Background: an optimization exercise with open tools, aiming at small area and a short achievable clock period. Do not read the settings as production practice.
At most, simulation tests tie the RTL to the original design; equivalence was not proved.
No functional check of the RTL was part of run 1.
Power figures rest on the tool's default switching activity, not on a simulated workload.

$ cat flow/design.v
package sb_pkg;
    localparam int NUM_FU   = 4;
    localparam int NUM_REGS = 32;
    typedef logic [31:0]       inst_t;
    typedef logic [4:0]        reg_idx_t;    
    typedef logic [2:0]        fu_id_t;
    typedef logic [NUM_FU-1:0] fu_vec_t;     
    typedef logic [4:0]        fu_op_t;
    localparam fu_id_t FU_NONE = 3'd0;
    localparam fu_id_t FU_ALU  = 3'd1;
    localparam fu_id_t FU_MEM  = 3'd2;
    localparam fu_id_t FU_MUL  = 3'd3;
    localparam fu_id_t FU_DIV  = 3'd4;
    localparam logic [6:0] OPC_OP     = 7'b0110011;
    localparam logic [6:0] OPC_OP_IMM = 7'b0010011;
    localparam logic [6:0] OPC_LOAD   = 7'b0000011;
    localparam logic [6:0] OPC_STORE  = 7'b0100011;
    localparam logic [6:0] F7_BASE   = 7'b0000000;
    localparam logic [6:0] F7_ALT    = 7'b0100000;
    localparam logic [6:0] F7_MULDIV = 7'b0000001;
    localparam fu_op_t ALU_ADD   = 5'h00;
    localparam fu_op_t ALU_SUB   = 5'h01;
    localparam fu_op_t ALU_SLL   = 5'h02;
    localparam fu_op_t ALU_SLT   = 5'h03;
    localparam fu_op_t ALU_SLTU  = 5'h04;
    localparam fu_op_t ALU_XOR   = 5'h05;
    localparam fu_op_t ALU_SRL   = 5'h06;
    localparam fu_op_t ALU_SRA   = 5'h07;
    localparam fu_op_t ALU_OR    = 5'h08;
    localparam fu_op_t ALU_AND   = 5'h09;
    localparam fu_op_t ALU_ADDI  = 5'h10;
    localparam fu_op_t ALU_SLLI  = 5'h12;
    localparam fu_op_t ALU_SLTI  = 5'h13;
    localparam fu_op_t ALU_SLTIU = 5'h14;
    localparam fu_op_t ALU_XORI  = 5'h15;
    localparam fu_op_t ALU_SRLI  = 5'h16;
    localparam fu_op_t ALU_SRAI  = 5'h17;
    localparam fu_op_t ALU_ORI   = 5'h18;
    localparam fu_op_t ALU_ANDI  = 5'h19;
    localparam fu_op_t MEM_LB  = 5'b00000;
    localparam fu_op_t MEM_LH  = 5'b00010;
    localparam fu_op_t MEM_LW  = 5'b00100;
    localparam fu_op_t MEM_LBU = 5'b01000;
    localparam fu_op_t MEM_LHU = 5'b01010;
    localparam fu_op_t MEM_SB  = 5'b00001;
    localparam fu_op_t MEM_SH  = 5'b00011;
    localparam fu_op_t MEM_SW  = 5'b00101;
    localparam fu_op_t MUL_MUL    = 5'd0;
    localparam fu_op_t MUL_MULH   = 5'd1;
    localparam fu_op_t MUL_MULHSU = 5'd2;
    localparam fu_op_t MUL_MULHU  = 5'd3;
    localparam fu_op_t DIV_DIV  = 5'd0;
    localparam fu_op_t DIV_DIVU = 5'd1;
    localparam fu_op_t DIV_REM  = 5'd2;
    localparam fu_op_t DIV_REMU = 5'd3;
endpackage
`timescale 1ns/1ps
module sb_top (
    input  logic             clk,
    input  logic             rst,
    input  sb_pkg::inst_t    inst,
    input  logic             inst_valid,
    input  sb_pkg::fu_vec_t  fu_done,
    output logic             issue_ready,
    output sb_pkg::fu_vec_t  fu_en,
    output sb_pkg::fu_op_t   op_ctrl,
    output sb_pkg::reg_idx_t rs1_ctrl,
    output sb_pkg::reg_idx_t rs2_ctrl,
    output sb_pkg::fu_id_t   write_sel,
    output logic             reg_write,
    output sb_pkg::reg_idx_t rd_ctrl
);
    localparam int N = sb_pkg::NUM_FU;
    logic [6:0] opc;
    logic [2:0] f3;
    logic [6:0] f7;
    logic [4:0] rd, rs1, rs2;
    logic       is_op, is_imm, is_ld, is_st;
    logic       f7_base, f7_alt, f7_md, alt_en;
    logic [3:0] alu_lo;
    logic [N-1:0] sel;
    logic       has_rd, use_rs2;
    logic       rd_nz, rs1_nz, rs2_nz;
    assign opc = inst[6:0];
    assign f3  = inst[14:12];
    assign f7  = inst[31:25];
    assign rd  = inst[11:7];
    assign rs1 = inst[19:15];
    assign rs2 = inst[24:20];
    assign is_op   = opc == sb_pkg::OPC_OP;
    assign is_imm  = opc == sb_pkg::OPC_OP_IMM;
    assign is_ld   = opc == sb_pkg::OPC_LOAD;
    assign is_st   = opc == sb_pkg::OPC_STORE;
    assign f7_base = f7 == sb_pkg::F7_BASE;
    assign f7_alt  = f7 == sb_pkg::F7_ALT;
    assign f7_md   = f7 == sb_pkg::F7_MULDIV;
    assign alt_en  = f7_alt & (is_op | f3 == 3'd5);
    always_comb begin
        case (f3)
            3'd0:    alu_lo = alt_en ? 4'd1 : 4'd0;
            3'd1:    alu_lo = 4'd2;
            3'd2:    alu_lo = 4'd3;
            3'd3:    alu_lo = 4'd4;
            3'd4:    alu_lo = 4'd5;
            3'd5:    alu_lo = alt_en ? 4'd7 : 4'd6;
            3'd6:    alu_lo = 4'd8;
            default: alu_lo = 4'd9;
        endcase
    end
    assign sel[0] = (is_op & (f7_base | (f7_alt & (f3 == 3'd0 | f3 == 3'd5)))) |
                    (is_imm & ((f3 != 3'd1 & f3 != 3'd5) | f7_base | alt_en));
    assign sel[1] = (is_ld & f3 != 3'd3 & f3 < 3'd6) | (is_st & f3 < 3'd3);
    assign sel[2] = is_op & f7_md & ~f3[2];
    assign sel[3] = is_op & f7_md &  f3[2];
    assign has_rd  = sel[0] | sel[2] | sel[3] | (sel[1] & ~is_st);
    assign use_rs2 = is_op | is_st;
    assign rd_nz   = rd  != '0;
    assign rs1_nz  = rs1 != '0;
    assign rs2_nz  = rs2 != '0;
    logic [N-1:0] busy, unread;
    logic [N-1:0] can_q;          
    logic [N-1:0][N-1:0] waitm;      
    logic [N-1:0][N-1:0] warm;       
    logic [4:0] op_a;             
    logic [3:0] op_m;             
    logic [1:0] op_x, op_y;       
    logic [4:0] dst_a, dst_x, dst_y;
    logic [4:0] fld_m;            
    logic [N-1:0][4:0] s1_q;
    logic [4:0] s2_a, s2_x, s2_y;
    logic [N-1:0][4:0] op_e;
    logic [N-1:0][4:0] dst_e;
    logic [N-1:0][4:0] s1_e;
    logic [N-1:0][4:0] s2_e;
    logic [N-1:0] pend;
    assign op_e[0]  = op_a;
    assign op_e[1]  = {1'b0, op_m};
    assign op_e[2]  = {3'b000, op_x};
    assign op_e[3]  = {3'b000, op_y};
    assign dst_e[0] = dst_a;
    assign dst_e[1] = op_m[0] ? 5'd0 : fld_m;
    assign dst_e[2] = dst_x;
    assign dst_e[3] = dst_y;
    assign s2_e[0]  = op_a[4] ? 5'd0 : s2_a;
    assign s2_e[1]  = op_m[0] ? fld_m : 5'd0;
    assign s2_e[2]  = s2_x;
    assign s2_e[3]  = s2_y;
    assign pend[0]  = busy[0];
    assign pend[1]  = busy[1] & ~op_m[0];
    assign pend[2]  = busy[2];
    assign pend[3]  = busy[3];
    assign s1_e = s1_q;
    logic [N-1:0] rdy, grant, can, ret;
    always_comb begin
        for (int u = 0; u < N; u++) begin
            rdy[u] = unread[u] & ~|waitm[u];
        end
    end
    assign grant = rdy & ~(rdy - 1'b1);
    assign can   = can_q;
    assign ret   = can & ~(can - 1'b1);
    logic [N-1:0] raw, waw_k, war_c;
    logic         struct_hz, waw_hz;
    logic [N-1:0] issue;
    always_comb begin
        for (int k = 0; k < N; k++) begin
            raw[k]   = pend[k] & ((rs1_nz & dst_e[k] == rs1) |
                                  (use_rs2 & rs2_nz & dst_e[k] == rs2));
            waw_k[k] = pend[k] & dst_e[k] == rd;
            war_c[k] = unread[k] & ~grant[k] & ~ret[k] & rd_nz &
                       (s1_e[k] == rd | s2_e[k] == rd);
        end
    end
    assign struct_hz   = |(sel & busy);
    assign waw_hz      = has_rd & rd_nz & |waw_k;
    assign issue_ready = ~struct_hz & ~waw_hz;
    assign issue       = sel & {N{inst_valid & issue_ready}};
    logic [N-1:0] war_left;
    always_comb begin
        for (int u = 0; u < N; u++) war_left[u] = |(warm[u] & ~grant & ~ret);
    end
    always_ff @(posedge clk or posedge rst) begin
        if (rst) begin
            busy   <= '0;
            unread <= '0;
            can_q  <= '0;
        end else begin
            busy   <= issue | (busy & ~ret);
            unread <= issue | (unread & ~grant & ~ret);
            can_q  <= fu_done & busy & ~ret & ~war_left;
        end
    end
    for (genvar u = 0; u < N; u++) begin : g_unit
        for (genvar k = 0; k < N; k++) begin : g_pair
            if (k == u) begin : g_self
                assign waitm[u][k] = 1'b0;
                assign warm[u][k]  = 1'b0;
            end else begin : g_other
                logic wait_q, war_q;
                always_ff @(posedge clk) begin
                    if (busy[u]) begin
                        wait_q <= wait_q & ~ret[k];
                        war_q  <= war_q & ~grant[k] & ~ret[k];
                    end else begin
                        wait_q <= raw[k] & ~ret[k];
                        war_q  <= war_c[k] & ((u != 1) | ~is_st);
                    end
                end
                assign waitm[u][k] = wait_q;
                assign warm[u][k]  = war_q;
            end
        end
    end
    always_ff @(posedge clk) begin
        for (int u = 0; u < N; u++) begin
            if (!busy[u]) s1_q[u] <= rs1;
        end
    end
    always_ff @(posedge clk) begin
        if (!busy[0]) begin
            op_a  <= {is_imm, alu_lo};
            dst_a <= rd;
            s2_a  <= rs2;
        end
        if (!busy[1]) begin
            op_m  <= {f3, is_st};
            fld_m <= is_st ? rs2 : rd;
        end
        if (!busy[2]) begin
            op_x  <= f3[1:0];
            dst_x <= rd;
            s2_x  <= rs2;
        end
        if (!busy[3]) begin
            op_y  <= f3[1:0];
            dst_y <= rd;
            s2_y  <= rs2;
        end
    end
    always_comb begin
        op_ctrl  = '0;
        rs1_ctrl = '0;
        rs2_ctrl = '0;
        rd_ctrl  = '0;
        for (int u = 0; u < N; u++) begin
            op_ctrl  = op_ctrl  | (op_e[u] & {5{grant[u]}});
            rs1_ctrl = rs1_ctrl | (s1_e[u] & {5{grant[u]}});
            rs2_ctrl = rs2_ctrl | (s2_e[u] & {5{grant[u]}});
            rd_ctrl  = rd_ctrl  | (dst_e[u] & {5{ret[u]}});
        end
    end
    assign fu_en     = grant;
    assign write_sel = {ret[3], ret[1] | ret[2], ret[0] | ret[2]};
    logic [N-1:0] dst_nz;
    always_comb begin
        for (int u = 0; u < N; u++) dst_nz[u] = dst_e[u] != '0;
    end
    assign reg_write = |(ret & dst_nz);
endmodule
$ cat flow/flow/run.sh
#!/bin/bash
# Standard layout, with plain buffers (not delay cells) on the ports, and slow
# many-input cells added to the platform's don't-use list.
set -euo pipefail
DU="sky130_fd_sc_hd__lpflow_bleeder_1 sky130_fd_sc_hd__lpflow_clkbufkapwr_1 sky130_fd_sc_hd__lpflow_clkbufkapwr_16 sky130_fd_sc_hd__lpflow_clkbufkapwr_2 sky130_fd_sc_hd__lpflow_clkbufkapwr_4 sky130_fd_sc_hd__lpflow_clkbufkapwr_8 sky130_fd_sc_hd__lpflow_clkinvkapwr_1 sky130_fd_sc_hd__lpflow_clkinvkapwr_16 sky130_fd_sc_hd__lpflow_clkinvkapwr_2 sky130_fd_sc_hd__lpflow_clkinvkapwr_4 sky130_fd_sc_hd__lpflow_clkinvkapwr_8 sky130_fd_sc_hd__lpflow_decapkapwr_12 sky130_fd_sc_hd__lpflow_decapkapwr_3 sky130_fd_sc_hd__lpflow_decapkapwr_4 sky130_fd_sc_hd__lpflow_decapkapwr_6 sky130_fd_sc_hd__lpflow_decapkapwr_8 sky130_fd_sc_hd__lpflow_inputiso0n_1 sky130_fd_sc_hd__lpflow_inputiso0p_1 sky130_fd_sc_hd__lpflow_inputiso1n_1 sky130_fd_sc_hd__lpflow_inputiso1p_1 sky130_fd_sc_hd__lpflow_inputisolatch_1 sky130_fd_sc_hd__lpflow_isobufsrc_1 sky130_fd_sc_hd__lpflow_isobufsrc_16 sky130_fd_sc_hd__lpflow_isobufsrc_2 sky130_fd_sc_hd__lpflow_isobufsrc_4 sky130_fd_sc_hd__lpflow_isobufsrc_8 sky130_fd_sc_hd__lpflow_isobufsrckapwr_16 sky130_fd_sc_hd__lpflow_lsbuf_lh_hl_isowell_tap_1 sky130_fd_sc_hd__lpflow_lsbuf_lh_hl_isowell_tap_2 sky130_fd_sc_hd__lpflow_lsbuf_lh_hl_isowell_tap_4 sky130_fd_sc_hd__lpflow_lsbuf_lh_isowell_4 sky130_fd_sc_hd__lpflow_lsbuf_lh_isowell_tap_1 sky130_fd_sc_hd__lpflow_lsbuf_lh_isowell_tap_2 sky130_fd_sc_hd__lpflow_lsbuf_lh_isowell_tap_4 sky130_fd_sc_hd__probe_p_8 sky130_fd_sc_hd__probec_p_8  sky130_fd_sc_hd__a2111o_1 sky130_fd_sc_hd__a2111o_2 sky130_fd_sc_hd__a2111o_4 sky130_fd_sc_hd__a2111oi_0 sky130_fd_sc_hd__a2111oi_1 sky130_fd_sc_hd__a2111oi_2 sky130_fd_sc_hd__a2111oi_4 sky130_fd_sc_hd__a221o_1 sky130_fd_sc_hd__a221o_2 sky130_fd_sc_hd__a221o_4 sky130_fd_sc_hd__a2bb2o_1 sky130_fd_sc_hd__a2bb2o_2 sky130_fd_sc_hd__a2bb2o_4 sky130_fd_sc_hd__a311o_1 sky130_fd_sc_hd__a311o_2 sky130_fd_sc_hd__a311o_4 sky130_fd_sc_hd__a311oi_1 sky130_fd_sc_hd__a311oi_2 sky130_fd_sc_hd__a311oi_4 sky130_fd_sc_hd__a32o_1 sky130_fd_sc_hd__a32o_2 sky130_fd_sc_hd__a32o_4 sky130_fd_sc_hd__a32oi_1 sky130_fd_sc_hd__a32oi_2 sky130_fd_sc_hd__a32oi_4 sky130_fd_sc_hd__a41o_1 sky130_fd_sc_hd__a41o_2 sky130_fd_sc_hd__a41o_4 sky130_fd_sc_hd__a41oi_1 sky130_fd_sc_hd__a41oi_2 sky130_fd_sc_hd__a41oi_4 sky130_fd_sc_hd__and4_1 sky130_fd_sc_hd__and4_2 sky130_fd_sc_hd__and4_4 sky130_fd_sc_hd__and4b_1 sky130_fd_sc_hd__and4b_2 sky130_fd_sc_hd__and4b_4 sky130_fd_sc_hd__and4bb_1 sky130_fd_sc_hd__and4bb_2 sky130_fd_sc_hd__and4bb_4 sky130_fd_sc_hd__nor4_1 sky130_fd_sc_hd__nor4_2 sky130_fd_sc_hd__nor4_4 sky130_fd_sc_hd__nor4b_1 sky130_fd_sc_hd__nor4b_2 sky130_fd_sc_hd__nor4b_4 sky130_fd_sc_hd__nor4bb_1 sky130_fd_sc_hd__nor4bb_2 sky130_fd_sc_hd__nor4bb_4 sky130_fd_sc_hd__o2111a_1 sky130_fd_sc_hd__o2111a_2 sky130_fd_sc_hd__o2111a_4 sky130_fd_sc_hd__o2111ai_1 sky130_fd_sc_hd__o2111ai_2 sky130_fd_sc_hd__o2111ai_4 sky130_fd_sc_hd__o221a_1 sky130_fd_sc_hd__o221a_2 sky130_fd_sc_hd__o221a_4 sky130_fd_sc_hd__o2bb2a_1 sky130_fd_sc_hd__o2bb2a_2 sky130_fd_sc_hd__o2bb2a_4 sky130_fd_sc_hd__o311a_1 sky130_fd_sc_hd__o311a_2 sky130_fd_sc_hd__o311a_4 sky130_fd_sc_hd__o311ai_0 sky130_fd_sc_hd__o311ai_1 sky130_fd_sc_hd__o311ai_2 sky130_fd_sc_hd__o311ai_4 sky130_fd_sc_hd__o32a_1 sky130_fd_sc_hd__o32a_2 sky130_fd_sc_hd__o32a_4 sky130_fd_sc_hd__o32ai_1 sky130_fd_sc_hd__o32ai_2 sky130_fd_sc_hd__o32ai_4 sky130_fd_sc_hd__o41a_1 sky130_fd_sc_hd__o41a_2 sky130_fd_sc_hd__o41a_4 sky130_fd_sc_hd__o41ai_1 sky130_fd_sc_hd__o41ai_2 sky130_fd_sc_hd__o41ai_4 sky130_fd_sc_hd__or3_1 sky130_fd_sc_hd__or3_2 sky130_fd_sc_hd__or3_4 sky130_fd_sc_hd__or3b_1 sky130_fd_sc_hd__or3b_2 sky130_fd_sc_hd__or3b_4 sky130_fd_sc_hd__or4_1 sky130_fd_sc_hd__or4_2 sky130_fd_sc_hd__or4_4 sky130_fd_sc_hd__or4b_1 sky130_fd_sc_hd__or4b_2 sky130_fd_sc_hd__or4b_4 sky130_fd_sc_hd__or4bb_1 sky130_fd_sc_hd__or4bb_2 sky130_fd_sc_hd__or4bb_4 "
bash standard.sh BUFFER_PORTS_ARGS="-buffer_cell sky130_fd_sc_hd__buf_2" DONT_USE_CELLS="$DU" > standard.log 2>&1
$ cat flow/standard.sh
#!/bin/bash
# synth_recipe.tcl (not shown) runs the flow's synth.tcl, then flattens the netlist and writes it again
# the make line also repeats each setting of config.mk as NAME=value (left out here)
make -C /OpenROAD-flow-scripts/flow DESIGN_CONFIG=/design/flow/config.mk WORK_HOME=/design/flow/orfs CLKGATE_MAP_FILE= SYNTH_SCRIPT=/design/flow/synth_recipe.tcl "${@:-finish}"
$ cat flow/config.mk
export PLATFORM = sky130hd
export DESIGN_NAME = sb_top
export DESIGN_NICKNAME = sb_top
export VERILOG_FILES = /design/flow/design.v
export SDC_FILE = /design/flow/constraint.sdc
export NUM_CORES = 4
export LEC_CHECK = 0
export CAP_MARGIN = 20
export CORE_MARGIN = 2
export CORE_UTILIZATION = 60
export CTS_BUF_LIST = sky130_fd_sc_hd__clkbuf_8
export CTS_CLUSTER_SIZE = 30
export SETUP_SLACK_MARGIN = 2.5
export SLEW_MARGIN = 20
$ cat flow/constraint.sdc
create_clock -name core_clock -period 6.0 [get_ports {clk}]
set_input_delay 1.2000 -clock core_clock [delete_from_list [all_inputs] [get_ports {clk}]]
set_output_delay 1.2000 -clock core_clock [all_outputs]
set_load 0.01 [all_outputs]
==> results of run 1 <==
[synthesized netlist by cell type (all sizes together) (6+ instances only)]
cell type,instances,area [µm²]
edfxtp,68,2042
clkbuf,30,112.6
a221oi,6,58.80
nand4,21,131.4
nor3,28,160.2
nand2b,10,62.56
dfxtp,24,480.5
nand3,46,230.2
nand2,77,294.0
nor2,31,138.9
o31ai,6,50.05
xnor2,49,429.2
a22oi,16,120.1
a21oi,13,65.06
and3,7,48.80
o21ai,36,180.2
o211ai,11,82.58
inv,9,33.79
nand3b,7,52.55
xor2,43,376.6
buf,28,219.0
dfrtp,12,300.3
[how the worst max path moves through the flow]
stage | to | slack (ns) | depth (start not counted)
after floorplan | issue_ready | 2.51 | 7
final | issue_ready | 2.33 | 8
after global placement | issue_ready | 2.07 | 8
after CTS | issue_ready | 2.37 | 8
after detailed placement | issue_ready | 2.05 | 8
after global routing | issue_ready | 2.26 | 8
[state kept, by name (all words and copies together) (netlist names), 5 cells and up]
| signal | count |
|---|---|
| s2_x | 5 |
| s1_q | 20 |
| dst_y | 5 |
| fld_m | 5 |
| op_a | 5 |
| g_unit.g_pair.g_other.war_q | 12 |
| g_unit.g_pair.g_other.wait_q | 12 |
| s2_a | 5 |
| s2_y | 5 |
| dst_x | 5 |
| dst_a | 5 |
[cell type report]
type / count / area (µm²)
inverter: 9 / 36.28
multi-input combinational: 451 / 2988
tap: 133 / 166.4
clock buffer: 9 / 123.9
fill: 757 / 2819
sequential: 104 / 2824
timing repair buffer: 101 / 753.2
clock inverter: 7 / 63.81
[layer usage]
metal	GRT usage	wire length [µm]	up-vias
met1	0.4439	7164	2406
li1	-	-	2311
met5	0	0	-
met3	0.06642	1654	46
met2	0.4771	7797	290
met4	0.1226	470	0
[report_power, final]
part | switching (mW) | total, mW | internal, mW
Combinational | 0.0663 | 0.125 | 0.0584
Sequential | 0 | 0.761 | 0.761
Clock | 0.262 | 0.422 | 0.160
Total | 0.328 | 1.31 | 0.980
[metrics by stage]
stage	hold slack (ns)	util
after floorplan	0.4078	-
after global placement	0.4261	0.6395
after detailed placement	0.4378	0.6423
after CTS	0.4506	0.6987
after global routing	0.4608	0.7116
final	0.4523	0.7116
[kinds of logic (layout without fill, tap and decap cells)]
logic type / after synthesis / after routing
flip-flops: 104 / 104
AO/OA/AOI/OAI: 108 / 108
buffers and inverters: 67 / 126
AND/OR/NAND/NOR: 244 / 244
multiplexers: 7 / 7
XOR/XNOR: 92 / 92
[cells in the final DEF (no fill, tap or decap), drive strengths merged, types with 2 or more instances in the layout]
master   Yosys  layout
nand4       21      21
o211a        3       3
xnor2       49      49
edfxtp      68      68
o21ai       36      36
o211ai      11      11
clkbuf      30      10
nor3        28      28
nand2b      10      10
nand4bb      3       3
nand2       77      77
dfrtp       12      12
a22oi       16      16
dfxtp       24      24
a21oi       13      13
nor2b        4       4
nand3b       7       7
nand3       46      46
mux2         5       5
nor2        31      31
clkinv       0       2
nor3b        2       2
and3         7       7
a211o        2       2
a221oi       6       6
a31oi        3       3
xor2        43      43
mux2i        2       2
or2          3       3
and2         5       5
buf         28      99
o22ai        2       2
o31ai        6       6
o22a         3       3
inv          9      13
[timing repair]
action / in CTS / in global routing
endpoints found under the hold margin: 0 / 0
setup endpoints to repair: 20 / 16
pin swaps: 8 / 8
gates cloned: 1 / 1
resized for setup: 36 / 9
buffers inserted: 23 / 7
[worst register-to-register path, stage by stage (launching register included)]
cell and delay, ns:
dfxtp_1 0.33, nor3_2 0.34, nand2_4 0.20, inv_4 0.22
nor3_4 0.12, buf_4 0.18, buf_4 0.13, nor2_4 0.24
nand4_1 0.27, o31ai_1 0.25
==> flow_metrics.py, run 1 <==
metrics = {
    "synth": {
        "async_flop_share": 0.1154,
        "synth_xor_area_frac": 0.1331,
        "netlist_instances": 622,
        "ys.flop_type": "edfxtp_1",
        "syn_nets": 661,
        "synth_edf_count": 68,
        "synthSimpleGateAreaFrac": 0.2061,
        "synth_top_family_by_area": "simple AND/OR/NAND/NOR gates",
        "syn_area_per_cell_um2": 9.732,
        "synth_mux_area_frac": 0.01261,
        "ys_types": 57,
        "synth_warnings": 1,
        "synthAdderAreaFrac": 0,
        "ys_ff_latch": 104,
        "yosysSeqAreaShare": 0.4663,
        "synth_compound_area_frac": 0.1215,
        "synth_area_um2": 6053,
    },
    "clocking": {
        "clk_pin_slew_ns": 0.10,
        "clockBufferDepth": 2,
        "cts-root-buf": "clkbuf_8",
        "cts_made_buffers": 9,
        "cts.hold.buffers_added": 0,
        "htree_levels": 3,
        "clkLatencyLatePin_ns": 0.38,
        "cts_sinks": 104,
        "cts_tree": "built",
    },
    "placement": {
        "gp_congestion": 0.9509,
        "placed_area_um2": 6279,
        "dp.cells": 766,
        "place_ws_ns": 2.050,
        "dp_hpwl_um": 11690,
        "portBuffers": 67,
    },
    "global_routing": {
        "grt_max_degree": 22,
        "antenna_found_initial": 0,
        "grt_overflow": 0,
        "grt_pass1_wl_um": 26340,
        "grt_pass1_vias": 4842,
        "grt_use_total": 0.3149,
    },
    "floorplan": {
        "die_area_um2": 10910,
        "pin_count": 68,
        "die_h_um": 104.4,
        "core_area_um2": 9774,
        "row_count": 36,
        "start_util": 0.6193,
        "die_x_um": 104.4,
    },
    "run": {
        "max_cap_violations": 0,
    },
    "critical_path": {
        "crit_fanout": 11,
        "r2r_start": "g_unit[0].g_pair[2].g_other.wait_q",
        "critPathBufInv": 2,
        "crit_family": "compound AO/OA/AOI/OAI gates",
        "crit_type": "in2out",
        "ff2ff_setup_slack_ns": 3.64,
        "critPathCaptureType": "output pin",
        "worstPathCellList": "buf_16 -> or2_0 -> a211o_1 -> o211ai_1 -> a2bb2oi_4 -> nand2_2 -> a221oi_4 -> buf_2",
        "arrival_ns": 2.47,
        "crit_slowest_cell": "a221oi_4",
        "r2r-end": "g_unit[1].g_pair[3].g_other.war_q",
        "required_ns": 4.80,
        "worst-r2r-cell-count": 9,
        "cp_slowest_stage_delay_ns": 0.24,
        "crit_path_start": "inst[9]",
        "cp-start-kind": "input port",
    },
    "timing": {
        "slew-limit-headroom": 0.3512,
        "drv_slew": 0,
        "fin_ws_ns": 2.329,
        "setup_violations": 0,
        "fin_setup_tns_ns": 0,
        "hold_viol_final": 0,
        "tightestPinTransition_ns": 0.9721,
        "finalClockSkew_ns": 0.009372,
        "fin_crit_sh": 0.6119,
        "fin_crit_ns": 3.671,
        "max_freq_mhz": 272.4,
        "rsz0062_at_grt": "yes",
    },
    "power": {
        "ir_drop_mv": 0.1768,
        "total_power_mw": 1.308,
        "leakage_nw": 2.745,
        "power_density_nw_per_um2": 188.0,
    },
    "routing": {
        "via_per_inst": 6.208,
        "vias": 5053,
        "dr.pass1.iters": 6,
        "initialDrtViolationCount": 365,
        "wl_per_cell_um": 20.99,
        "routed_wl_um": 17090,
        "post-route-drc-count": 0,
        "ant_nets": 0,
    },
    "cells_and_area": {
        "n_antenna_cell": 0,
        "fin_area_um2": 6955,
        "synthToLayoutAreaGrowth_pct": 14.90,
        "finalNetCount": 715,
        "finalNonFillerCells": 814,
        "final_layout_size_suffix_gt1_frac": 0.2217,
    },
    "hold_path": {
        "worstHoldStart": "g_unit[2].g_pair[3].g_other.war_q",
        "hold_path.class": "reg2reg",
        "holdPathStages": 1,
        "worstHoldEndpoint": "can_q[2]",
    },
    "run_status": {
        "status": "no timing/DRC/antenna violations",
    },
}
==> run 2: changes to the inputs <==
--- a/flow/design.v
+++ b/flow/design.v
@@ -56,4 +56,44 @@
 endpackage
 `timescale 1ns/1ps
+module sb_issue_check (
+    input  sb_pkg::inst_t                         inst,
+    input  sb_pkg::fu_vec_t                       busy,
+    input  sb_pkg::fu_vec_t                       pend,     
+    input  sb_pkg::reg_idx_t [sb_pkg::NUM_FU-1:0] dst,
+    output logic                                  issue_ready
+);
+    logic [6:0] opc;
+    logic [2:0] f3;
+    logic [6:0] f7;
+    logic [4:0] rd;
+    logic       is_op, is_imm, is_ld, is_st;
+    logic       f7_base, f7_alt, f7_md, alt_en;
+    logic [3:0] sel;
+    logic       has_rd;
+    logic [3:0] waw_k;
+    assign opc = inst[6:0];
+    assign f3  = inst[14:12];
+    assign f7  = inst[31:25];
+    assign rd  = inst[11:7];
+    assign is_op   = opc == sb_pkg::OPC_OP;
+    assign is_imm  = opc == sb_pkg::OPC_OP_IMM;
+    assign is_ld   = opc == sb_pkg::OPC_LOAD;
+    assign is_st   = opc == sb_pkg::OPC_STORE;
+    assign f7_base = f7 == sb_pkg::F7_BASE;
+    assign f7_alt  = f7 == sb_pkg::F7_ALT;
+    assign f7_md   = f7 == sb_pkg::F7_MULDIV;
+    assign alt_en  = f7_alt & (is_op | f3 == 3'd5);
+    assign sel[0] = (is_op & (f7_base | (f7_alt & (f3 == 3'd0 | f3 == 3'd5)))) |
+                    (is_imm & ((f3 != 3'd1 & f3 != 3'd5) | f7_base | alt_en));
+    assign sel[1] = (is_ld & f3 != 3'd3 & f3 < 3'd6) | (is_st & f3 < 3'd3);
+    assign sel[2] = is_op & f7_md & ~f3[2];
+    assign sel[3] = is_op & f7_md &  f3[2];
+    assign has_rd = sel[0] | sel[2] | sel[3] | (sel[1] & ~is_st);
+    always_comb begin
+        for (int k = 0; k < 4; k++) waw_k[k] = pend[k] & dst[k] == rd;
+    end
+    assign issue_ready = ~(|(sel & busy)) & ~(has_rd & (rd != '0) & |waw_k);
+endmodule
+`timescale 1ns/1ps
 module sb_top (
     input  logic             clk,
@@ -160,6 +200,5 @@
     assign can   = can_q;
     assign ret   = can & ~(can - 1'b1);
-    logic [N-1:0] raw, waw_k, war_c;
-    logic         struct_hz, waw_hz;
+    logic [N-1:0] raw, war_c;
     logic [N-1:0] issue;
     always_comb begin
@@ -167,12 +206,11 @@
             raw[k]   = pend[k] & ((rs1_nz & dst_e[k] == rs1) |
                                   (use_rs2 & rs2_nz & dst_e[k] == rs2));
-            waw_k[k] = pend[k] & dst_e[k] == rd;
             war_c[k] = unread[k] & ~grant[k] & ~ret[k] & rd_nz &
                        (s1_e[k] == rd | s2_e[k] == rd);
         end
     end
-    assign struct_hz   = |(sel & busy);
-    assign waw_hz      = has_rd & rd_nz & |waw_k;
-    assign issue_ready = ~struct_hz & ~waw_hz;
+    sb_issue_check issue_check (
+        .inst(inst), .busy(busy), .pend(pend), .dst(dst_e), .issue_ready(issue_ready)
+    );
     assign issue       = sel & {N{inst_valid & issue_ready}};
     logic [N-1:0] war_left;
==> flow/flow/run.sh (replaced) <==
#!/bin/bash
# Own flow: the standard layout with three changes.
#  1. Ports get plain buf_2 buffers (not the delay cells buffer_ports picks).
#  2. Slow many-input cells are added to the platform's don't-use list.
#  3. Synthesis maps the top module with a delay-relaxed ABC script (its paths
#     have slack to spare) and every other module, which holds the paths to the
#     outputs, with ORFS's speed script. Registers are untouched: dfflibmap runs
#     before ABC, so names and cell types are those of the standard synthesis.
set -euo pipefail
here=$(pwd)
rm -rf "$here/scripts"
cp -r "$FLOW_HOME/scripts" "$here/scripts"
cp "$here/flow/abc_relax.script" "$here/scripts/abc_relax.script"
python3 - "$here/scripts/synth.tcl" <<'PY'
import sys
p = sys.argv[1]
s = open(p).read()
old = "  log_cmd abc {*}$abc_args\n"
new = """  set relax_args [lreplace $abc_args 1 1 $::env(SCRIPTS_DIR)/abc_relax.script]
  foreach m [split [string trim [tee -q -s result.string select -list-mod *]] "\\n"] {
    if { $m eq $::env(DESIGN_NAME) } {
      log_cmd abc {*}$relax_args $m
    } else {
      log_cmd abc {*}$abc_args $m
    }
  }
"""
assert s.count(old) == 1
open(p, "w").write(s.replace(old, new))
PY
DU="sky130_fd_sc_hd__lpflow_bleeder_1 sky130_fd_sc_hd__lpflow_clkbufkapwr_1 sky130_fd_sc_hd__lpflow_clkbufkapwr_16 sky130_fd_sc_hd__lpflow_clkbufkapwr_2 sky130_fd_sc_hd__lpflow_clkbufkapwr_4 sky130_fd_sc_hd__lpflow_clkbufkapwr_8 sky130_fd_sc_hd__lpflow_clkinvkapwr_1 sky130_fd_sc_hd__lpflow_clkinvkapwr_16 sky130_fd_sc_hd__lpflow_clkinvkapwr_2 sky130_fd_sc_hd__lpflow_clkinvkapwr_4 sky130_fd_sc_hd__lpflow_clkinvkapwr_8 sky130_fd_sc_hd__lpflow_decapkapwr_12 sky130_fd_sc_hd__lpflow_decapkapwr_3 sky130_fd_sc_hd__lpflow_decapkapwr_4 sky130_fd_sc_hd__lpflow_decapkapwr_6 sky130_fd_sc_hd__lpflow_decapkapwr_8 sky130_fd_sc_hd__lpflow_inputiso0n_1 sky130_fd_sc_hd__lpflow_inputiso0p_1 sky130_fd_sc_hd__lpflow_inputiso1n_1 sky130_fd_sc_hd__lpflow_inputiso1p_1 sky130_fd_sc_hd__lpflow_inputisolatch_1 sky130_fd_sc_hd__lpflow_isobufsrc_1 sky130_fd_sc_hd__lpflow_isobufsrc_16 sky130_fd_sc_hd__lpflow_isobufsrc_2 sky130_fd_sc_hd__lpflow_isobufsrc_4 sky130_fd_sc_hd__lpflow_isobufsrc_8 sky130_fd_sc_hd__lpflow_isobufsrckapwr_16 sky130_fd_sc_hd__lpflow_lsbuf_lh_hl_isowell_tap_1 sky130_fd_sc_hd__lpflow_lsbuf_lh_hl_isowell_tap_2 sky130_fd_sc_hd__lpflow_lsbuf_lh_hl_isowell_tap_4 sky130_fd_sc_hd__lpflow_lsbuf_lh_isowell_4 sky130_fd_sc_hd__lpflow_lsbuf_lh_isowell_tap_1 sky130_fd_sc_hd__lpflow_lsbuf_lh_isowell_tap_2 sky130_fd_sc_hd__lpflow_lsbuf_lh_isowell_tap_4 sky130_fd_sc_hd__probe_p_8 sky130_fd_sc_hd__probec_p_8  sky130_fd_sc_hd__a2111o_1 sky130_fd_sc_hd__a2111o_2 sky130_fd_sc_hd__a2111o_4 sky130_fd_sc_hd__a2111oi_0 sky130_fd_sc_hd__a2111oi_1 sky130_fd_sc_hd__a2111oi_2 sky130_fd_sc_hd__a2111oi_4 sky130_fd_sc_hd__a221o_1 sky130_fd_sc_hd__a221o_2 sky130_fd_sc_hd__a221o_4 sky130_fd_sc_hd__a2bb2o_1 sky130_fd_sc_hd__a2bb2o_2 sky130_fd_sc_hd__a2bb2o_4 sky130_fd_sc_hd__a311o_1 sky130_fd_sc_hd__a311o_2 sky130_fd_sc_hd__a311o_4 sky130_fd_sc_hd__a311oi_1 sky130_fd_sc_hd__a311oi_2 sky130_fd_sc_hd__a311oi_4 sky130_fd_sc_hd__a32o_1 sky130_fd_sc_hd__a32o_2 sky130_fd_sc_hd__a32o_4 sky130_fd_sc_hd__a32oi_1 sky130_fd_sc_hd__a32oi_2 sky130_fd_sc_hd__a32oi_4 sky130_fd_sc_hd__a41o_1 sky130_fd_sc_hd__a41o_2 sky130_fd_sc_hd__a41o_4 sky130_fd_sc_hd__a41oi_1 sky130_fd_sc_hd__a41oi_2 sky130_fd_sc_hd__a41oi_4 sky130_fd_sc_hd__and4_1 sky130_fd_sc_hd__and4_2 sky130_fd_sc_hd__and4_4 sky130_fd_sc_hd__and4b_1 sky130_fd_sc_hd__and4b_2 sky130_fd_sc_hd__and4b_4 sky130_fd_sc_hd__and4bb_1 sky130_fd_sc_hd__and4bb_2 sky130_fd_sc_hd__and4bb_4 sky130_fd_sc_hd__nor4_1 sky130_fd_sc_hd__nor4_2 sky130_fd_sc_hd__nor4_4 sky130_fd_sc_hd__nor4b_1 sky130_fd_sc_hd__nor4b_2 sky130_fd_sc_hd__nor4b_4 sky130_fd_sc_hd__nor4bb_1 sky130_fd_sc_hd__nor4bb_2 sky130_fd_sc_hd__nor4bb_4 sky130_fd_sc_hd__o2111a_1 sky130_fd_sc_hd__o2111a_2 sky130_fd_sc_hd__o2111a_4 sky130_fd_sc_hd__o2111ai_1 sky130_fd_sc_hd__o2111ai_2 sky130_fd_sc_hd__o2111ai_4 sky130_fd_sc_hd__o221a_1 sky130_fd_sc_hd__o221a_2 sky130_fd_sc_hd__o221a_4 sky130_fd_sc_hd__o2bb2a_1 sky130_fd_sc_hd__o2bb2a_2 sky130_fd_sc_hd__o2bb2a_4 sky130_fd_sc_hd__o311a_1 sky130_fd_sc_hd__o311a_2 sky130_fd_sc_hd__o311a_4 sky130_fd_sc_hd__o311ai_0 sky130_fd_sc_hd__o311ai_1 sky130_fd_sc_hd__o311ai_2 sky130_fd_sc_hd__o311ai_4 sky130_fd_sc_hd__o32a_1 sky130_fd_sc_hd__o32a_2 sky130_fd_sc_hd__o32a_4 sky130_fd_sc_hd__o32ai_1 sky130_fd_sc_hd__o32ai_2 sky130_fd_sc_hd__o32ai_4 sky130_fd_sc_hd__o41a_1 sky130_fd_sc_hd__o41a_2 sky130_fd_sc_hd__o41a_4 sky130_fd_sc_hd__o41ai_1 sky130_fd_sc_hd__o41ai_2 sky130_fd_sc_hd__o41ai_4 sky130_fd_sc_hd__or3_1 sky130_fd_sc_hd__or3_2 sky130_fd_sc_hd__or3_4 sky130_fd_sc_hd__or3b_1 sky130_fd_sc_hd__or3b_2 sky130_fd_sc_hd__or3b_4 sky130_fd_sc_hd__or4_1 sky130_fd_sc_hd__or4_2 sky130_fd_sc_hd__or4_4 sky130_fd_sc_hd__or4b_1 sky130_fd_sc_hd__or4b_2 sky130_fd_sc_hd__or4b_4 sky130_fd_sc_hd__or4bb_1 sky130_fd_sc_hd__or4bb_2 sky130_fd_sc_hd__or4bb_4 "
bash standard.sh SCRIPTS_DIR="$here/scripts" BUFFER_PORTS_ARGS="-buffer_cell sky130_fd_sc_hd__buf_2" DONT_USE_CELLS="$DU" > standard.log 2>&1
==> flow/flow/abc_relax.script (new file) <==
&get -n
&st
&dch
&nf -R 1000
&st
&syn2
&if -g -K 6
&synch2
&nf -R 1000
&put
buffer -c
topo
stime -c
dnsize -c
--- a/flow/config.mk
+++ b/flow/config.mk
@@ -13,2 +13,4 @@
 export SETUP_SLACK_MARGIN = 2.5
 export SLEW_MARGIN = 20
+export SYNTH_HIERARCHICAL = 1
+export SYNTH_MINIMUM_KEEP_SIZE = 0
==> flow_metrics.py, run 2 <==
metrics = {
    "run_status": {
        "status": "no timing/DRC/antenna violations",
    },
    "floorplan": {
        "row_count": 35,
        "start_util": 0.6237,
        "die_x_um": 102.5,
        "core_area_um2": 9328,
        "die_h_um": 102.5,
        "die_area_um2": 10500,
        "pin_count": 68,
    },
    "timing": {
        "tightestPinTransition_ns": 0.9407,
        "slew-limit-headroom": 0.3722,
        "setup_violations": 0,
        "fin_crit_ns": 3.628,
        "fin_crit_sh": 0.6046,
        "fin_setup_tns_ns": 0,
        "rsz0062_at_grt": "yes",
        "hold_viol_final": 0,
        "finalClockSkew_ns": 0.009923,
        "drv_slew": 0,
        "hold_slack_ns": 0.4440,
        "max_freq_mhz": 275.7,
    },
    "cells_and_area": {
        "final_layout_size_suffix_gt1_frac": 0.1944,
        "fill_cells": 709,
        "n_antenna_cell": 0,
        "largest_reg_flops": 20,
        "final_common_cell": "nand2_1",
        "final_cell_mix": "nand2_1 (80), edfxtp_1 (68), buf_2 (60), nor2_1 (54), xnor2_1 (44)",
        "regMostFlops": "s1_q",
        "finalNetCount": 708,
        "multiInputGateArea_um2": 2963,
        "regArea_um2": 2824,
        "synthToLayoutAreaGrowth_pct": 15.76,
        "top_regs": "s1_q (20), g_unit.g_pair.g_other.wait_q (12), g_unit.g_pair.g_other.war_q (12)",
    },
    "synth": {
        "synth_warnings": 8,
        "netlist_instances": 617,
        "synth_edf_count": 68,
        "synth_area_leaders": "edfxtp_1 (35%), xnor2_1 (8.4%), dfxtp_1 (8.3%), xor2_1 (5.4%), nand2_1 (5.3%)",
        "synth_top_area_frac": 0.3510,
        "ys.flop_type": "edfxtp_1",
        "ys_types": 43,
        "synth_area_um2": 5818,
        "ys_ff_latch": 104,
        "synth_area_leader_cell": "edfxtp_1",
        "async_flop_share": 0.1154,
        "yosysSeqAreaShare": 0.4852,
        "syn_nets": 656,
        "syn_area_per_cell_um2": 9.430,
        "yosys-top-cells-count": "nand2_1 (82), edfxtp_1 (68), xnor2_1 (56), nor2_1 (55), o21ai_0 (40)",
        "yosysMostFrequentCell": "nand2_1",
    },
    "power": {
        "power_density_nw_per_um2": 345.2,
        "intPower_mw": 1.462,
        "leakage_nw": 2.670,
        "p_seq_frac": 0.500,
        "pwr-share-clk": 0.215,
        "ir_drop_mv": 0.3005,
        "p_switching_mw": 0.8634,
        "p_sw_frac": 0.3713,
        "power_frac_comb": 0.286,
    },
    "clocking": {
        "clk_pin_slew_ns": 0.10,
        "clkLatencyLatePin_ns": 0.38,
        "cts.hold.buffers_added": 0,
        "cts-root-buf": "clkbuf_8",
        "htree_levels": 3,
        "cts_sinks": 104,
        "clockBufferDepth": 2,
        "cts_tree": "built",
        "cts_made_buffers": 9,
    },
    "routing": {
        "initialDrtViolationCount": 576,
        "dr.pass1.iters": 5,
        "wl_per_cell_um": 21.12,
        "post-route-drc-count": 0,
        "ant_nets": 0,
        "vias": 5069,
        "via_per_inst": 6.313,
        "routed_wl_um": 16960,
    },
    "critical_path": {
        "crit_type": "in2out",
        "arrival_ns": 2.43,
        "cp-start-kind": "input port",
        "critPathCaptureType": "output pin",
        "crit_fanout": 18,
        "required_ns": 4.80,
    },
    "placement": {
        "dp_hpwl_um": 11800,
        "portBuffers": 67,
        "gp_congestion": 1.031,
    },
    "run": {
        "max_cap_violations": 0,
    },
    "global_routing": {
        "grt_use_total": 0.3395,
        "grt_pass1_vias": 4805,
        "antenna_found_initial": 0,
        "grt_max_degree": 21,
        "grt_overflow": 0,
        "grt_pass1_wl_um": 26230,
    },
    "hold_path": {
        "hold_path.class": "reg2reg",
    },
}
run 2: layout make-up:
cell class,count,share of cell area
Multi-Input combinational cell,463,0.4399
Sequential cell,104,0.4193
Timing Repair Buffer,78,0.07431
Tap cell,129,0.02396
Clock buffer,10,0.02043
Clock inverter,6,0.01375
Inverter,13,0.008360
run 2: metal layers:
metal	up-vias	routed length, µm	global-route usage
met5	-	0	0
met3	39	1710	0.05951
met2	251	7987	0.5365
met1	2478	6773	0.4679
met4	0	491	0.1344
li1	2301	-	-
run 2: power by group through the flow:
stage                     clock [mW]  combinational (mW)  sequential [mW]
final                          0.499               0.664             1.16
after global routing           0.526               0.722             1.18
after floorplan                    0               0.456             1.05
after detailed placement           0               0.594             1.17
after global placement             0               0.578             1.16
after CTS                      0.499               0.653             1.15
run 2: worst max-delay path, cell delays in order:
cell and delay, ns:
buf_12 0.14, xnor2_2 0.16, nand4_1 0.13, o22ai_2 0.22
nor2_2 0.07, o31ai_2 0.22, a21oi_1 0.12, buf_2 0.15
run 2: timing repair:
action,in CTS,in global routing
buffers inserted,7,2
gates resized for setup,49,11
endpoints found under the setup margin,14,18
pin swaps,15,8
run 2: metrics by stage:
step	instances	setup slack (ns)	cell area (µm²)	power (mW)	util
after floorplan	617	2.662	5818	1.511	-
after global placement	778	2.129	6161	1.743	0.6605
after detailed placement	778	2.088	6161	1.762	0.6605
after CTS	801	2.454	6673	2.304	0.7154
after global routing	803	2.295	6735	2.426	0.7221
final	803	2.372	6735	2.325	0.7221
run 2: path summary, 6_finish.rpt:
check | startpoint | to | slack (ns) | cells after the start
worst max-delay path | inst[10] | issue_ready | 2.37 | 8
worst min-delay path | g_unit[2].g_pair[1].g_other.war_q | can_q[2] | 0.44 | 1
worst max register to register | op_m[0] | busy[2] | 3.47 | 12
worst min register to register | g_unit[2].g_pair[1].g_other.war_q | can_q[2] | 0.44 | 1
max in group asynchronous | rst | can_q[0] | 4.83 | 2
min in group asynchronous | rst | can_q[3] | 0.82 | 2
run 2: per-module statistics from Yosys, one instance, submodules excluded:
module / copies in the design / flops+latches / cell area (µm²)
sb_issue_check: 1 / 0 / 465.4
sb_top: 1 / 104 / 5353
run 2: kinds of logic (layout without fill, tap and decap cells):
| group | Yosys count | count (layout) | synth area share |
|---|---|---|---|
| AND/OR/NAND/NOR | 257 | 257 | 0.2101 |
| AO/OA/AOI/OAI | 113 | 113 | 0.1254 |
| flip-flops | 104 | 104 | 0.4852 |
| XOR/XNOR | 92 | 92 | 0.1385 |
| buffers and inverters | 50 | 107 | 0.03914 |
| multiplexers | 1 | 1 | 0.001720 |
==> run 3: changes to the inputs <==
--- a/flow/flow/run.sh
+++ b/flow/flow/run.sh
@@ -3,5 +3,5 @@
 #  1. Ports get plain buf_2 buffers (not the delay cells buffer_ports picks).
 #  2. Slow many-input cells are added to the platform's don't-use list.
-#  3. Synthesis maps the top module with a delay-relaxed ABC script (its paths
+#  3. Synthesis maps the top module with a area-oriented ABC script, amap (its paths
 #     have slack to spare) and every other module, which holds the paths to the
 #     outputs, with ORFS's speed script. Registers are untouched: dfflibmap runs
==> flow/flow/abc_relax.script (replaced) <==
strash
dch
amap
topo
stime -c
buffer -c
dnsize -c
--- a/flow/config.mk
+++ b/flow/config.mk
@@ -9,6 +9,4 @@
 export CORE_MARGIN = 2
 export CORE_UTILIZATION = 60
-export CTS_BUF_LIST = sky130_fd_sc_hd__clkbuf_8
-export CTS_CLUSTER_SIZE = 30
 export SETUP_SLACK_MARGIN = 2.5
 export SLEW_MARGIN = 20
==> flow_metrics.py, run 3 <==
metrics = {
    "run": {
        "max_cap_violations": 0,
    },
    "placement": {
        "gp_congestion": 1.025,
        "dp_hpwl_um": 13070,
        "place_ws_ns": 2.207,
        "placed_area_um2": 5947,
        "portBuffers": 67,
    },
    "global_routing": {
        "grt_pass1_vias": 5092,
        "grt_pass1_wl_um": 27720,
        "grt_use_total": 0.3673,
        "grt_max_degree": 27,
        "antenna_found_initial": 0,
        "grt_overflow": 0,
    },
    "floorplan": {
        "pin_count": 68,
        "core_area_um2": 9109,
        "die_area_um2": 10090,
        "die_h_um": 100.4,
        "die_x_um": 100.4,
        "start_util": 0.6125,
        "row_count": 35,
    },
    "synth": {
        "synth_area_um2": 5579,
        "ys_types": 40,
        "netlist_instances": 618,
        "ys.flop_type": "edfxtp_1",
        "synth_area_leader_cell": "edfxtp_1",
        "yosysSeqAreaShare": 0.5059,
        "syn_area_per_cell_um2": 9.028,
        "ys_ff_latch": 104,
        "synth_edf_count": 68,
        "synth_area_leaders": "edfxtp_1 (37%), dfxtp_1 (8.6%), o22ai_1 (6.5%), dfrtp_1 (5.4%), inv_1 (4.8%)",
        "async_flop_share": 0.1154,
        "yosys-top-cells-count": "inv_1 (71), edfxtp_1 (68), nand2_1 (64), nor2_1 (58), o22ai_1 (58)",
        "yosysMostFrequentCell": "inv_1",
        "synth_warnings": 8,
        "syn_nets": 657,
        "synth_top_area_frac": 0.3660,
    },
    "critical_path": {
        "arrival_ns": 2.33,
        "crit_type": "in2out",
        "required_ns": 4.80,
        "cp-start-kind": "input port",
        "ff2ff_setup_slack_ns": 3.49,
        "critPathCaptureType": "output pin",
        "crit_fanout": 17,
    },
    "power": {
        "power_density_nw_per_um2": 205.2,
        "intPower_mw": 0.9693,
        "power_frac_comb": 0.084,
        "p_sw_frac": 0.2689,
        "pwr-share-clk": 0.342,
        "leakage_nw": 2.652,
        "p_switching_mw": 0.3565,
        "ir_drop_mv": 0.1454,
        "p_seq_frac": 0.574,
        "total_power_mw": 1.326,
    },
    "cells_and_area": {
        "regMostFlops": "s1_q",
        "finalNetCount": 724,
        "largest_reg_flops": 20,
        "final_layout_size_suffix_gt1_frac": 0.1870,
        "n_antenna_cell": 0,
        "final_cell_mix": "inv_1 (70), edfxtp_1 (68), nand2_1 (63), buf_2 (60), o22ai_1 (57)",
        "fin_area_um2": 6461,
        "synthToLayoutAreaGrowth_pct": 15.81,
        "top_regs": "s1_q (20), g_unit.g_pair.g_other.wait_q (12), g_unit.g_pair.g_other.war_q (12)",
        "final_common_cell": "inv_1",
    },
    "timing": {
        "max_freq_mhz": 282.9,
        "fin_crit_ns": 3.535,
        "drv_slew": 0,
        "slew-limit-headroom": 0.2752,
        "tightestPinTransition_ns": 1.086,
        "finalClockSkew_ns": 0.01700,
        "rsz0062_at_grt": "yes",
        "fin_setup_tns_ns": 0,
        "setup_violations": 0,
        "fin_ws_ns": 2.465,
        "hold_viol_final": 0,
        "fin_crit_sh": 0.5891,
    },
    "clocking": {
        "cts_sinks": 104,
        "cts.hold.buffers_added": 0,
        "cts-root-buf": "clkbuf_8",
        "cts_made_buffers": 9,
        "clk_pin_slew_ns": 0.12,
        "clkLatencyLatePin_ns": 0.37,
        "cts_tree": "built",
        "clockBufferDepth": 2,
        "htree_levels": 3,
    },
    "routing": {
        "post-route-drc-count": 0,
        "vias": 5594,
        "initialDrtViolationCount": 742,
        "dr.pass1.iters": 8,
        "via_per_inst": 6.984,
        "routed_wl_um": 18650,
        "ant_nets": 0,
        "wl_per_cell_um": 23.29,
    },
    "run_status": {
        "status": "no timing/DRC/antenna violations",
    },
    "hold_path": {
        "hold_path.class": "reg2reg",
    },
}
-- run 3: changes by cell type after synthesis, sizes merged, moves of 5 or more --
cell	previous run	this run
nand2b	15	1
inv	12	71
a22oi	10	3
o22ai	5	58
o31ai	7	1
xnor2	56	20
nor2b	8	3
xor2	36	0
nand4	12	26
o221ai	0	9
o21ai	40	47
nand2	82	64
nor3	27	19
clkbuf	29	14
-- run 3: path summary, 6_finish.rpt --
check / endpoint / from / cells past startpoint
max: issue_ready / inst[7] / 8
min: g_unit[3].g_pair[2].g_other.wait_q / g_unit[3].g_pair[2].g_other.wait_q / 2
max reg2reg: g_unit[3].g_pair[1].g_other.wait_q / op_m[0] / 8
min reg2reg: g_unit[3].g_pair[2].g_other.wait_q / g_unit[3].g_pair[2].g_other.wait_q / 2
max in group asynchronous: can_q[0] / rst / 2
min in group asynchronous: busy[1] / rst / 2
-- run 3: modules after synthesis (local to each module, per instance) --
module          cell area [µm²]  copies in the design  cells
sb_top                     5114                     1    551
sb_issue_check            465.4                     1     67
-- run 3: routing by layer --
metal  vias up  global-route usage  wire length, µm
met3        70             0.05501             2179
met2       441              0.5720             8636
met1      2648              0.5142             7003
li1       2435                   -                -
met5         -                   0                0
met4         0              0.1602              833
-- run 3: final cells by class --
class,count,area (µm²)
repair buffers,75,480.5
fillers,757,2648
flip-flops and latches,104,2824
clock inverters,7,83.83
well taps,111,138.9
multi-input cells,419,2509
inverters,75,296.5
clock buffers,9,123.9
repair inverters,1,5.005
-- run 3: repair_timing --
item	in CTS	in global routing
resized for setup	47	9
gates cloned	1	0
pin swaps	13	1
setup endpoints to repair	24	13
buffers inserted	4	2
-- run 3: critical path, stage by stage --
cell	delay [ns]
buf_12	0.13
xnor2_2	0.16
nand2_1	0.09
o22ai_2	0.22
nor2_2	0.07
o31ai_1	0.20
a21oi_1	0.11
buf_2	0.15
-- run 3: through the flow --
| stage | std cells | hold WS, ns | utilization |
|---|---|---|---|
| after floorplan | 618 | 0.4449 | - |
| after global placement | 777 | 0.4575 | 0.6529 |
| after detailed placement | 777 | 0.4680 | 0.6529 |
| after CTS | 798 | 0.4894 | 0.7021 |
| after global routing | 801 | 0.5104 | 0.7093 |
| final | 801 | 0.4941 | 0.7093 |
-- run 3: logic make-up (layout without fill, tap and decap cells) --
| kind of cell | count (synthesis) | count (layout) | share of synthesized area |
|---|---|---|---|
| muxes | 1 | 1 | 0.001794 |
| DFF | 104 | 104 | 0.5059 |
| xor gates and xnor gates | 20 | 20 | 0.03140 |
| AOI/OAI and AO/OA | 176 | 176 | 0.2043 |
| buffers and inverters | 95 | 167 | 0.07087 |
| and+or+nand+nor | 222 | 222 | 0.1857 |
-- run 3: power by group through the flow --
stage / clock, mW / combinational [mW] / sequential, mW
4_1_cts: 0.449 / 0.108 / 0.762
6_report: 0.453 / 0.111 / 0.762
3_3_place_gp: 0 / 0.0966 / 0.778
3_5_place_dp: 0 / 0.0985 / 0.778
2_1_floorplan: 0 / 0.0547 / 0.778
5_1_grt: 0.476 / 0.119 / 0.762
==> run 4: changes to the inputs <==
--- a/flow/config.mk
+++ b/flow/config.mk
@@ -9,4 +9,5 @@
 export CORE_MARGIN = 2
 export CORE_UTILIZATION = 60
+export CTS_BUF_LIST = sky130_fd_sc_hd__clkbuf_16
 export SETUP_SLACK_MARGIN = 2.5
 export SLEW_MARGIN = 20
==> flow_metrics.py, run 4 <==
metrics = {
    "run_status": {
        "status": "no timing/DRC/antenna violations",
    },
    "floorplan": {
        "core_area_um2": 9109,
        "start_util": 0.6125,
        "die_area_um2": 10090,
        "pin_count": 68,
        "die_h_um": 100.4,
        "row_count": 35,
        "die_x_um": 100.4,
    },
    "timing": {
        "hold_viol_final": 0,
        "fin_setup_tns_ns": 0,
        "fin_crit_sh": 0.5889,
        "drv_slew": 0,
        "fin_crit_ns": 3.534,
        "finalClockSkew_ns": 0.01162,
        "setup_violations": 0,
        "tightestPinTransition_ns": 1.101,
        "slew-limit-headroom": 0.2655,
        "rsz0062_at_grt": "yes",
        "max_freq_mhz": 283.0,
    },
    "synth": {
        "yosysMostFrequentCell": "inv_1",
        "ys_types": 40,
        "async_flop_share": 0.1154,
        "synth_area_um2": 5579,
        "netlist_instances": 618,
        "synth_area_leaders": "edfxtp_1 (37%), dfxtp_1 (8.6%), o22ai_1 (6.5%), dfrtp_1 (5.4%), inv_1 (4.8%)",
        "synth_top_area_frac": 0.3660,
        "synth_warnings": 8,
        "yosys-top-cells-count": "inv_1 (71), edfxtp_1 (68), nand2_1 (64), nor2_1 (58), o22ai_1 (58)",
        "syn_area_per_cell_um2": 9.028,
        "ys_ff_latch": 104,
        "ys.flop_type": "edfxtp_1",
        "syn_nets": 657,
        "synth_area_leader_cell": "edfxtp_1",
        "yosysSeqAreaShare": 0.5059,
        "synth_edf_count": 68,
    },
    "critical_path": {
        "crit_fanout": 2,
        "r2r_start": "op_m[0]",
        "r2r-end": "unread[3]",
        "critPathCaptureType": "output pin",
        "worstPathCellList": "buf_2 -> nor3_2 -> nand2_1 -> nor3_2 -> a21oi_1 -> o31ai_1 -> a21oi_1 -> buf_2",
        "crit_type": "in2out",
        "crit_family": "simple AND/OR/NAND/NOR gates",
        "required_ns": 4.80,
        "cp-start-kind": "input port",
        "cp_slowest_stage_delay_ns": 0.23,
        "arrival_ns": 2.33,
        "worst-r2r-cell-count": 10,
        "critPathBufInv": 2,
        "ff2ff_setup_slack_ns": 3.49,
        "crit_slowest_cell": "o31ai_1",
    },
    "global_routing": {
        "grt_pass1_wl_um": 28060,
        "grt_overflow": 0,
        "antenna_found_initial": 0,
        "grt_use_total": 0.3717,
        "grt_max_degree": 27,
        "grt_pass1_vias": 5166,
    },
    "routing": {
        "wl_per_cell_um": 23.47,
        "routed_wl_um": 18820,
        "ant_nets": 0,
        "via_per_inst": 6.979,
        "initialDrtViolationCount": 653,
        "vias": 5597,
        "dr.pass1.iters": 6,
        "post-route-drc-count": 0,
    },
    "placement": {
        "dp_hpwl_um": 13070,
        "placed_area_um2": 5947,
        "gp_congestion": 1.025,
        "portBuffers": 67,
    },
    "run": {
        "max_cap_violations": 0,
    },
    "clocking": {
        "htree_levels": 3,
        "cts_sinks": 104,
        "cts.hold.buffers_added": 0,
        "clkLatencyLatePin_ns": 0.35,
        "cts-root-buf": "clkbuf_16",
        "cts_made_buffers": 9,
        "clk_pin_slew_ns": 0.09,
        "clockBufferDepth": 2,
        "cts_tree": "built",
    },
    "power": {
        "p_sw_frac": 0.2535,
        "p_seq_frac": 0.517,
        "p_switching_mw": 0.3737,
        "ir_drop_mv": 0.1580,
        "power_frac_comb": 0.076,
        "intPower_mw": 1.100,
        "pwr-share-clk": 0.408,
        "leakage_nw": 2.703,
        "power_density_nw_per_um2": 225.1,
    },
    "hold_path": {
        "holdPathStages": 2,
        "worstHoldEndpoint": "g_unit[3].g_pair[2].g_other.wait_q",
        "worstHoldStart": "g_unit[3].g_pair[2].g_other.wait_q",
        "hold_path.class": "reg2reg",
    },
    "cells_and_area": {
        "fill_cells": 731,
        "largest_reg_flops": 20,
        "final_layout_size_suffix_gt1_frac": 0.1896,
        "regMostFlops": "s1_q",
        "n_antenna_cell": 0,
        "regArea_um2": 2824,
        "multiInputGateArea_um2": 2507,
        "finalNetCount": 725,
        "top_regs": "s1_q (20), g_unit.g_pair.g_other.wait_q (12), g_unit.g_pair.g_other.war_q (12)",
        "final_common_cell": "inv_1",
        "final_cell_mix": "inv_1 (70), edfxtp_1 (68), nand2_1 (63), buf_2 (60), o22ai_1 (57)",
        "fin_area_um2": 6549,
        "synthToLayoutAreaGrowth_pct": 17.38,
    },
}
==> run 4: cell counts after synthesis <==
No cell type changed its count.
==> run 4: layout make-up <==
type | instances | area share
Sequential cell | 104 | 0.4312
Timing Repair inverter | 1 | 0.0007642
Clock inverter | 7 | 0.01280
Inverter | 75 | 0.04528
Clock buffer | 9 | 0.03439
Multi-Input combinational cell | 419 | 0.3829
Timing Repair Buffer | 76 | 0.07146
Tap cell | 111 | 0.02121
==> run 4: Yosys stat by module (local to each module, per instance) <==
module	times used	area, µm²	cells	flops+latches
sb_top	1	5114	551	104
sb_issue_check	1	465.4	67	0
==> run 4: metrics by stage <==
stage                     setup slack [ns]  utilization  hold slack, ns  std cells  power (mW)
after floorplan                      2.675            -          0.4449        618      0.8327
after global placement               2.221       0.6529          0.4575        777      0.8743
after detailed placement             2.207       0.6529          0.4680        777      0.8762
after CTS                            2.496       0.7115          0.4841        797       1.469
after global routing                 2.398       0.7190          0.5075        802       1.509
final                                2.466       0.7190          0.4841        802       1.474
==> run 4: logic make-up after synthesis <==
family | count (synthesis) | synth area share
DFF | 104 | 0.5059
and+or+nand+nor | 222 | 0.1857
AOI/OAI and AO/OA | 176 | 0.2043
muxes | 1 | 0.001794
xor gates and xnor gates | 20 | 0.03140
buffers and inverters | 95 | 0.07087
==> run 4: repair_timing <==
item	CTS	global route
pin swaps	13	2
resized for setup	45	10
buffers inserted	3	5
setup endpoints to repair	23	14
gates cloned	1	0
==> run 4: worst max path at each step <==
stage | start | endpoint | slack (ns) | cells after the start
floorplan | inst[8] | issue_ready | 2.68 | 7
global placement | inst[9] | issue_ready | 2.22 | 8
detailed placement | inst[10] | issue_ready | 2.21 | 8
CTS | inst[26] | issue_ready | 2.50 | 8
global route | inst[26] | issue_ready | 2.40 | 8
finish | inst[26] | issue_ready | 2.47 | 8
==> run 4: power groups by stage <==
stage	sequential (mW)	clock, mW	combinational [mW]
global route	0.761	0.628	0.119
global placement	0.778	0	0.0966
detailed placement	0.778	0	0.0985
floorplan	0.778	0	0.0547
finish	0.761	0.601	0.112
CTS	0.761	0.600	0.108
==> run 4: worst reg2reg max path, stage by stage, from the launching register on <==
cell,delay (ns)
edfxtp_1,0.55
nor2_2,0.37
xnor2_1,0.12
nand4_1,0.09
o22ai_2,0.09
nor2_2,0.15
o21bai_1,0.08
a21oi_1,0.17
nand2_1,0.15
nand4b_1,0.38
o21ai_0,0.27
==> run 4: per-layer routing <==
layer  track usage  share of wire  up-vias
met5             0              0        -
met4        0.1644          0.047        0
met3       0.05710           0.11       78
met2        0.5891           0.47      425
met1        0.5094           0.38     2660
li1              -              -     2434
==> run 5: changes to the inputs <==
--- a/flow/config.mk
+++ b/flow/config.mk
@@ -9,5 +9,6 @@
 export CORE_MARGIN = 2
 export CORE_UTILIZATION = 60
-export CTS_BUF_LIST = sky130_fd_sc_hd__clkbuf_16
+export CTS_BUF_LIST = sky130_fd_sc_hd__clkbuf_8 sky130_fd_sc_hd__clkbuf_16
+export CTS_CLUSTER_SIZE = 10
 export SETUP_SLACK_MARGIN = 2.5
 export SLEW_MARGIN = 20
==> flow_metrics.py, run 5 <==
metrics = {
    "power": {
        "power_density_nw_per_um2": 205.2,
        "p_seq_frac": 0.574,
        "pwr-share-clk": 0.342,
        "intPower_mw": 0.9693,
        "p_switching_mw": 0.3565,
        "ir_drop_mv": 0.1454,
        "p_sw_frac": 0.2689,
        "power_frac_comb": 0.084,
        "leakage_nw": 2.652,
    },
    "synth": {
        "synth_edf_count": 68,
        "yosysMostFrequentCell": "inv_1",
        "synth_area_um2": 5579,
        "synth_area_leader_cell": "edfxtp_1",
        "syn_nets": 657,
        "ys_types": 40,
        "synth_area_leaders": "edfxtp_1 (37%), dfxtp_1 (8.6%), o22ai_1 (6.5%), dfrtp_1 (5.4%), inv_1 (4.8%)",
        "yosys-top-cells-count": "inv_1 (71), edfxtp_1 (68), nand2_1 (64), nor2_1 (58), o22ai_1 (58)",
        "synth_warnings": 8,
        "async_flop_share": 0.1154,
        "ys.flop_type": "edfxtp_1",
        "ys_ff_latch": 104,
        "syn_area_per_cell_um2": 9.028,
        "synth_top_area_frac": 0.3660,
        "netlist_instances": 618,
        "yosysSeqAreaShare": 0.5059,
    },
    "cells_and_area": {
        "top_regs": "s1_q (20), g_unit.g_pair.g_other.wait_q (12), g_unit.g_pair.g_other.war_q (12)",
        "finalNetCount": 724,
        "final_layout_size_suffix_gt1_frac": 0.1870,
        "final_common_cell": "inv_1",
        "n_antenna_cell": 0,
        "regMostFlops": "s1_q",
        "fill_cells": 757,
        "largest_reg_flops": 20,
        "final_util": 0.7093,
        "regArea_um2": 2824,
        "multiInputGateArea_um2": 2509,
        "final_cell_mix": "inv_1 (70), edfxtp_1 (68), nand2_1 (63), buf_2 (60), o22ai_1 (57)",
        "synthToLayoutAreaGrowth_pct": 15.81,
    },
    "critical_path": {
        "crit_fanout": 17,
        "required_ns": 4.80,
        "crit_type": "in2out",
        "cp-start-kind": "input port",
        "arrival_ns": 2.33,
        "critPathCaptureType": "output pin",
    },
    "routing": {
        "initialDrtViolationCount": 742,
        "routed_wl_um": 18650,
        "dr.pass1.iters": 8,
        "ant_nets": 0,
        "vias": 5594,
        "post-route-drc-count": 0,
        "wl_per_cell_um": 23.29,
        "via_per_inst": 6.984,
    },
    "global_routing": {
        "grt_pass1_wl_um": 27720,
        "antenna_found_initial": 0,
        "grt_pass1_vias": 5092,
        "grt_use_total": 0.3673,
        "grt_overflow": 0,
        "grt_max_degree": 27,
    },
    "clocking": {
        "clockBufferDepth": 2,
        "htree_levels": 3,
        "clk_pin_slew_ns": 0.12,
        "cts_tree": "built",
        "cts_made_buffers": 9,
        "cts-root-buf": "clkbuf_8",
        "cts_sinks": 104,
        "clkLatencyLatePin_ns": 0.37,
    },
    "timing": {
        "fin_setup_tns_ns": 0,
        "max_freq_mhz": 282.9,
        "hold_slack_ns": 0.4941,
        "fin_crit_ns": 3.535,
        "drv_slew": 0,
        "rsz0062_at_grt": "yes",
        "tightestPinTransition_ns": 1.086,
        "fin_crit_sh": 0.5891,
        "slew-limit-headroom": 0.2752,
        "setup_violations": 0,
        "hold_viol_final": 0,
        "finalClockSkew_ns": 0.01700,
    },
    "floorplan": {
        "row_count": 35,
        "start_util": 0.6125,
        "die_h_um": 100.4,
        "core_area_um2": 9109,
        "die_area_um2": 10090,
        "die_x_um": 100.4,
        "pin_count": 68,
    },
    "run": {
        "max_cap_violations": 0,
    },
    "placement": {
        "gp_congestion": 1.025,
        "dp_hpwl_um": 13070,
        "portBuffers": 67,
    },
    "hold_path": {
        "hold_path.class": "reg2reg",
    },
    "run_status": {
        "status": "no timing/DRC/antenna violations",
    },
}
-- run 5: cell counts after synthesis --
No cell type changed its count.
-- run 5: per-module statistics from Yosys (local to each module, per instance) --
module	flops+latches	cell area, µm²	copies in the design
sb_top	104	5114	1
sb_issue_check	0	465.4	1
-- run 5: layout make-up --
cell class	instances	area share
tap	111	0.02149
timing repair inverter	1	0.0007746
clock inverter	7	0.01297
multi-input combinational	419	0.3883
clock buffer	9	0.01917
inverter	75	0.04589
timing repair buffer	75	0.07436
sequential	104	0.4371
-- run 5: worst paths after layout --
path / from / endpoint / slack, ns / depth (start not counted)
setup reg to reg: op_m[0] / g_unit[3].g_pair[1].g_other.wait_q / 3.49 / 8
hold / removal: g_unit[3].g_pair[2].g_other.wait_q / g_unit[3].g_pair[2].g_other.wait_q / 0.49 / 2
min in group asynchronous: rst / busy[1] / 0.83 / 2
max in group asynchronous: rst / can_q[0] / 4.80 / 2
hold reg to reg: g_unit[3].g_pair[2].g_other.wait_q / g_unit[3].g_pair[2].g_other.wait_q / 0.49 / 2
setup / recovery: inst[7] / issue_ready / 2.47 / 8
-- run 5: repair_timing --
| action | 4_1_cts | 5_1_grt |
|---|---|---|
| buffers inserted | 4 | 2 |
| setup endpoints to repair | 24 | 13 |
| pin swaps | 13 | 1 |
| hold buffers | 0 | 0 |
| resized for setup | 47 | 9 |
| cloned | 1 | 0 |
-- run 5: power groups by stage --
stage	combinational [mW]	clock, mW	sequential (mW)
after global routing	0.119	0.476	0.762
after CTS	0.108	0.449	0.762
after floorplan	0.0547	0	0.778
after global placement	0.0966	0	0.778
final	0.111	0.453	0.762
after detailed placement	0.0985	0	0.778
-- run 5: per-stage QoR --
step                      instances  setup slack, ns  power [mW]  instance area, µm²
after floorplan                 618            2.675      0.8327                5579
after CTS                       798            2.487       1.319                6395
after global placement          777            2.221      0.8743                5947
after detailed placement        777            2.207      0.8762                5947
final                           801            2.465       1.326                6461
after global routing            801            2.408       1.357                6461
-- run 5: metal layers --
metal	track usage	vias up	share of wire
li1	-	2435	-
met1	0.5142	2648	0.38
met2	0.5720	441	0.46
met3	0.05501	70	0.12
met4	0.1602	0	0.045
met5	0	-	0
-- run 5: cell families after synthesis --
family	synth area share
DFF	0.5059
buffers and inverters	0.07087
muxes	0.001794
AOI/OAI and AO/OA	0.2043
and+or+nand+nor	0.1857
xor gates and xnor gates	0.03140
-- run 5: worst max-delay path: stages --
cell and delay, ns:
buf_12 0.13, xnor2_2 0.16, nand2_1 0.09, o22ai_2 0.22, nor2_2 0.07, o31ai_1 0.20
a21oi_1 0.11, buf_2 0.15

Re-timed with assumed drivers on the ports (clkbuf_16 on the clock, buf_2 on other inputs), run 5 has 2.419 ns of setup slack against 2.465 ns with ideal ports, and 2.419 ns once port delays also move by the mid clock arrival of 0.402 ns.
